Context: an optimization exercise on an open-source flow, tuned for a short achievable clock period, few clock cycles and low power. The choices shown serve that exercise and are no tape-out recipe. Where RTL was checked, it was by simulation tests only, not by an equivalence proof against the original. Power and IR drop assume default switching activity.

## armCore
module armCore (
    input logic clk,
    input logic reset,
    output logic [31:0] adr,
    output logic [31:0] writeData,
    input logic [31:0] readData,
    output logic memWrite
);
export LEC_CHECK = 0
export ABC_CLOCK_PERIOD_IN_PS = 2500
export CAP_MARGIN = 20
export CORE_MARGIN = 2
export CORE_UTILIZATION = 40
export CTS_BUF_LIST = sky130_fd_sc_hd__clkbuf_16
export CTS_CLUSTER_DIAMETER = 60
export CTS_CLUSTER_SIZE = 30
export SETUP_SLACK_MARGIN = 4.0
export SLEW_MARGIN = 20
export SYNTH_HIERARCHICAL = 1
export SYNTH_MINIMUM_KEEP_SIZE = 0
create_clock -name core_clock -period 7.5 [get_ports {clk}]
run.sh (not shown) runs the stock make flow with config.mk's settings and CLKGATE_MAP_FILE= SYNTH_SCRIPT=/design/flow/synth_recipe.tcl, a recipe that flattens the netlist after the stock synthesis.
The first run produced a clean layout.
Next try:
- SETUP_SLACK_MARGIN: 4.0 -> 3.5
Result: The new run ran to the end with no violations; worst hold slack improves by 0.022 ns; area after synthesis does not change; worst setup slack improves by 0.059 ns.
Function was not checked in any run of this note: the RTL went through the layout flow alone.

---

armCore, a different RTL version from the one above (not shown whole).
For scale: about 2500 cells after synthesis, roughly 570 flip-flops, ~99 I/O pins.
Settings: LEC_CHECK=0, ABC_CLOCK_PERIOD_IN_PS=2500, CAP_MARGIN=20, CORE_MARGIN=2, CORE_UTILIZATION=40, SETUP_SLACK_MARGIN=3.5, SLEW_MARGIN=20, SYNTH_HIERARCHICAL=1, SYNTH_MINIMUM_KEEP_SIZE=0; clock period 7.5 ns.
The starting point passed the timing, design-rule and antenna checks.
Testbench counts at the start, summed over its fixed seeds: cycles 79,078.
Change:
- CORE_UTILIZATION: 40 -> 60
- CTS_BUF_LIST: default -> sky130_fd_sc_hd__clkbuf_16
- CTS_CLUSTER_DIAMETER: default -> 60
- CTS_CLUSTER_SIZE: default -> 30
- PLACE_DENSITY: default -> 0.75
The changed run passed the timing, design-rule and antenna checks.
Worst setup slack gets worse by 0.14 ns.
Total power goes down by 6.5%.
Routed wire length goes up by 1.4%.

---

armCore, a different RTL version from the one above (not shown whole).
Size in the first run: about 2,600 cells after synthesis.
Settings: LEC_CHECK=0, ABC_CLOCK_PERIOD_IN_PS=2500, CAP_MARGIN=20, CORE_MARGIN=2, CORE_UTILIZATION=40, CTS_BUF_LIST=sky130_fd_sc_hd__clkbuf_16, CTS_CLUSTER_DIAMETER=60, CTS_CLUSTER_SIZE=30, SETUP_SLACK_MARGIN=4.0, SLEW_MARGIN=20, SYNTH_HIERARCHICAL=1, SYNTH_MINIMUM_KEEP_SIZE=0; clock period 7.5 ns.
The starting point finished clean.
Next try:
Settings changed: SETUP_SLACK_MARGIN 4.0 to 3.5.
Outcome: Maximum frequency drops by about 0.5%. Final area drops by about 1.8%. Total power climbs by about 1%. Hold slack gains 0.015 ns. First-iteration DRC count climbs by about 4.6%.
No run of this note included a check of the RTL's function; only the layout flow was run.

---

Another version of the RTL of armCore (not shown whole).
For scale: roughly 99 I/O pins, roughly 34000 µm² of cells after synthesis.
make LEC_CHECK=0 ABC_CLOCK_PERIOD_IN_PS=2500 CAP_MARGIN=20 CORE_MARGIN=2 CORE_UTILIZATION=40 CTS_BUF_LIST=sky130_fd_sc_hd__clkbuf_16 CTS_CLUSTER_DIAMETER=60 CTS_CLUSTER_SIZE=30 SETUP_SLACK_MARGIN=4.0 SLEW_MARGIN=20 SYNTH_HIERARCHICAL=1 SYNTH_MINIMUM_KEEP_SIZE=0 finish   # period 7.5 ns
Edit:
CORE_UTILIZATION = 60   (was 40)
PLACE_DENSITY = 0.75   (was default)
SETUP_SLACK_MARGIN = 3.5   (was 4.0)
Area after synthesis is unchanged.
Non-clock buffer count went down by 70.
Combinational power went down by 7.7%.
Power went down by about 6%.
Final cell count went down by about 12%.
Sequential power hardly moves.
Flip-flop and latch count does not change.
Die area went down by 33%.
Fmax went down by 0.44%.
Design area went down by 5.3%.
Edit:
CORE_UTILIZATION = 40   (was 60)
PLACE_DENSITY = default   (was 0.75)
=> The new run completed without violations; total power increases slightly; routed wire length climbs by a few percent; die area is higher by well over a third; global-route usage fell by 12 points; first-iteration DRC count came out lower by a quarter to a third; synthesized area stays the same; setup slack gets worse by 0.14 ns; sequential power hardly moves; design area went up slightly; flip-flop and latch count is unchanged; combinational power falls slightly.
No functional check of the RTL was part of any run of this note.

---

Setup of v17:
RTL: one of the versions met above, not the one the previous note started from.
Size: about 5600 cells after synthesis, about 570 flip-flops.
Settings: LEC_CHECK=0, ABC_AREA=1, ABC_CLOCK_PERIOD_IN_PS=2500, CAP_MARGIN=20, CORE_MARGIN=2, CORE_UTILIZATION=40, CTS_BUF_LIST=sky130_fd_sc_hd__clkbuf_8, CTS_CLUSTER_DIAMETER=50, CTS_CLUSTER_SIZE=24, SETUP_SLACK_MARGIN=3.5, SLEW_MARGIN=20, SYNTH_HIERARCHICAL=1, SYNTH_MINIMUM_KEEP_SIZE=0; clock period 7.5 ns.
Testbench counts of v17, summed over its fixed seeds: cycles 79,078.
Here is what was changed in the inputs of v49 compared with v17.
Settings: ABC_AREA: 1 -> unset.
Notes after the runs:
Looking at v49 and v17, the buffers plus inverters on the worst setup path is a wash.
Between v17 and v49, the flow reports internal power component increasing by a few percent.
Diff v17 -> v49 | wire length | down by more than 10%
From v17 to v49 the numbers moved as follows: total non-filler cell area in the finished layout went down about 12%, post-synthesis adder-cell area fraction has increased.
The biggest fanout along the worst timing path reported for v49 is smaller than that of v17 by 129.
Comparing count of clock-buffer cells in the layout for v49 and v17, the bigger number came from v17.
Summary — global-route total usage across every layer, v49 relative to v17: lower, by 1.8 points.
Number of standard cells after synthesis of v49 falls short of that of v17 by more than half.
Relative to v49, the following input files were edited for v53:
Settings: swapping sky130_fd_sc_hd__clkbuf_8 for sky130_fd_sc_hd__clkbuf_16 in CTS_BUF_LIST; swapping 24 for 30 in CTS_CLUSTER_SIZE; swapping 50 for 60 in CTS_CLUSTER_DIAMETER.
Notes after the runs:
v53 vs v49, final cell count went down by about 1%.
met1 routed wirelength after detailed routing up about 0.8% in v53 wrt v49
Looking at clock buffer instance count of the final layout, v53 sits 36% lower than v49 does.
readData[19] as the first element of the critical path was reported by v49, and opB[0]$_DFF_P_ by v53.
NOTE: number of logic stages on the critical path including buffering in v53 exceeds that of v49
Met1 routing resource usage after global routing: v53 and v49 compared, higher one is v53
v53 went all the way through synthesis, placement and routing and the layout is clean on timing, DRC and antenna.
Diff v49 -> v53: setup slack decreased by 0.029 ns relative to the old numbers; power increased by 0.00017 W relative to the old numbers.

---

Another version of the RTL of armCore (not shown whole).
Size: ~2,700 cells after synthesis.
Settings: LEC_CHECK=0, ABC_CLOCK_PERIOD_IN_PS=2500, CAP_MARGIN=20, CORE_MARGIN=2, CORE_UTILIZATION=40, CTS_BUF_LIST=sky130_fd_sc_hd__clkbuf_16, CTS_CLUSTER_DIAMETER=60, CTS_CLUSTER_SIZE=30, SETUP_SLACK_MARGIN=3.5, SLEW_MARGIN=20, SYNTH_HIERARCHICAL=1, SYNTH_MINIMUM_KEEP_SIZE=0; clock period 7.5 ns.
The baseline produced a clean layout.
Change:
- ABC_AREA: not set -> 1
- CORE_UTILIZATION: 40 -> 60
- PLACE_DENSITY: not set -> 0.75
Effect: Power rose by 2.4%; clock skew fell by 19 ps; routed wire length rose by 21%; worst setup slack gets better by 75 ps; final cell count rose by 87%; utilization rose by 19 points; cell area rose by 16%; sequential share of layout area fell by 5.9 points; global-route usage rose by 13 points; hold slack gets worse by 16 ps; synthesized cell count rose by 140%.
Function was not checked in any run of this note: the RTL went through the layout flow alone.

---

12-09:
armCore again, from the RTL that the note above started with.
Settings: LEC_CHECK=0, ABC_CLOCK_PERIOD_IN_PS=2500, CAP_MARGIN=20, CORE_MARGIN=2, CORE_UTILIZATION=60, CTS_BUF_LIST=sky130_fd_sc_hd__clkbuf_8, CTS_CLUSTER_DIAMETER=45, CTS_CLUSTER_SIZE=20, PLACE_DENSITY=0.75, SETUP_SLACK_MARGIN=3.5, SLEW_MARGIN=20, SYNTH_HIERARCHICAL=1, SYNTH_MINIMUM_KEEP_SIZE=0; clock period 7.5 ns.
## Diff of input files: 03-14 against 12-09
Settings: CTS_CLUSTER_SIZE changed from 20 to 30; CTS_BUF_LIST changed from sky130_fd_sc_hd__clkbuf_8 to sky130_fd_sc_hd__clkbuf_16; CTS_CLUSTER_DIAMETER changed from 45 to 60.
[summary]
03-14: full flow OK, the timing, design-rule and antenna checks passed
[03-14] number of gates given a new drive strength after cts rose about 34% relative to 12-09
Share of the final layout cell area in sequential cells of 03-14 is on par with 12-09.
03-14 vs. 12-09: net total in the final layout lower; number of buffers and inverters on the critical path roughly the same; worst hold slack roughly the same; layout overhead on the synthesized area roughly the same.
Taking 12-09 as the reference, in 03-14 total power -about 1.6%, core utilization ~0 delta.
Changes observed in 03-14 relative to 12-09: final area level, fraction of area in multi-input gates moved up, transition at the pin with the smallest max-transition slack moved down.
Function was not checked in any run of this note: the RTL went through the layout flow alone.

[re-timing with driven ports]
The flow's constraints put no driver on any port. The routed layouts listed below were extracted and timed again, unchanged, in two steps. Step 1: set_driving_cell puts a clkbuf_16 on clk and a buf_2 on each other input, an assumption about the parent block. Step 2, shift: input delay + t, output delay - t, t = (earliest + latest rising clock arrival at the registers) / 2. This alone moves slack from input paths to output paths. Slacks: ideal ports / drivers / drivers and shift; pairs: ideal ports / drivers.
| run | t, ns | setup slack, ns | worst setup path after step 2 | pins driven straight from the clock port |
|---|---|---|---|---|
| the first run of note 1 | 0.651 | 3.263 / 2.867 / 2.216 | input to register | 1 |
| the second run of note 1 | 0.684 | 3.322 / 3.162 / 2.477 | input to register | 1 |
| the first run of note 2 | 0.677 | 3.398 / 3.221 / 2.544 | input to register | 1 |
| the second run of note 2 | 0.663 | 3.256 / 3.063 / 2.400 | input to register | 1 |
| the first run of note 3 | 0.666 | 3.122 / 2.952 / 2.286 | input to register | 1 |
| the second run of note 3 | 0.704 | 3.099 / 3.099 / 2.402 | input to register | 1 |
| the first run of note 4 | 0.684 | 3.377 / 3.259 / 2.575 | input to register | 1 |
| the second run of note 4 | 0.663 | 3.359 / 3.309 / 2.646 | input to register | 1 |
| the third run of note 4 | 0.685 | 3.216 / 3.202 / 2.517 | input to register | 1 |
| v17 | 0.776 | 3.485 / 3.306 / 2.530 | input to register | 1 |
| v49 | 0.770 | 3.437 / 3.244 / 2.475 | input to register | 1 |
| v53 | 0.692 | 3.408 / 3.209 / 2.517 | input to register | 1 |
| the first run of note 6 | 0.697 | 3.484 / 3.253 / 2.556 | input to register | 1 |
| the second run of note 6 | 0.711 | 3.559 / 3.556 / 2.887 | input to register | 1 |
| 12-09 | 0.734 | 3.551 / 3.295 / 2.561 | input to register | 1 |
| 03-14 | 0.664 | 3.541 / 3.189 / 2.525 | input to register | 1 |
After both steps setup and hold are still met in every run listed. For the first run of note 1, which loses most, drivers alone change the setup slack by -0.396 ns; drivers and shift together by -1.047 ns.
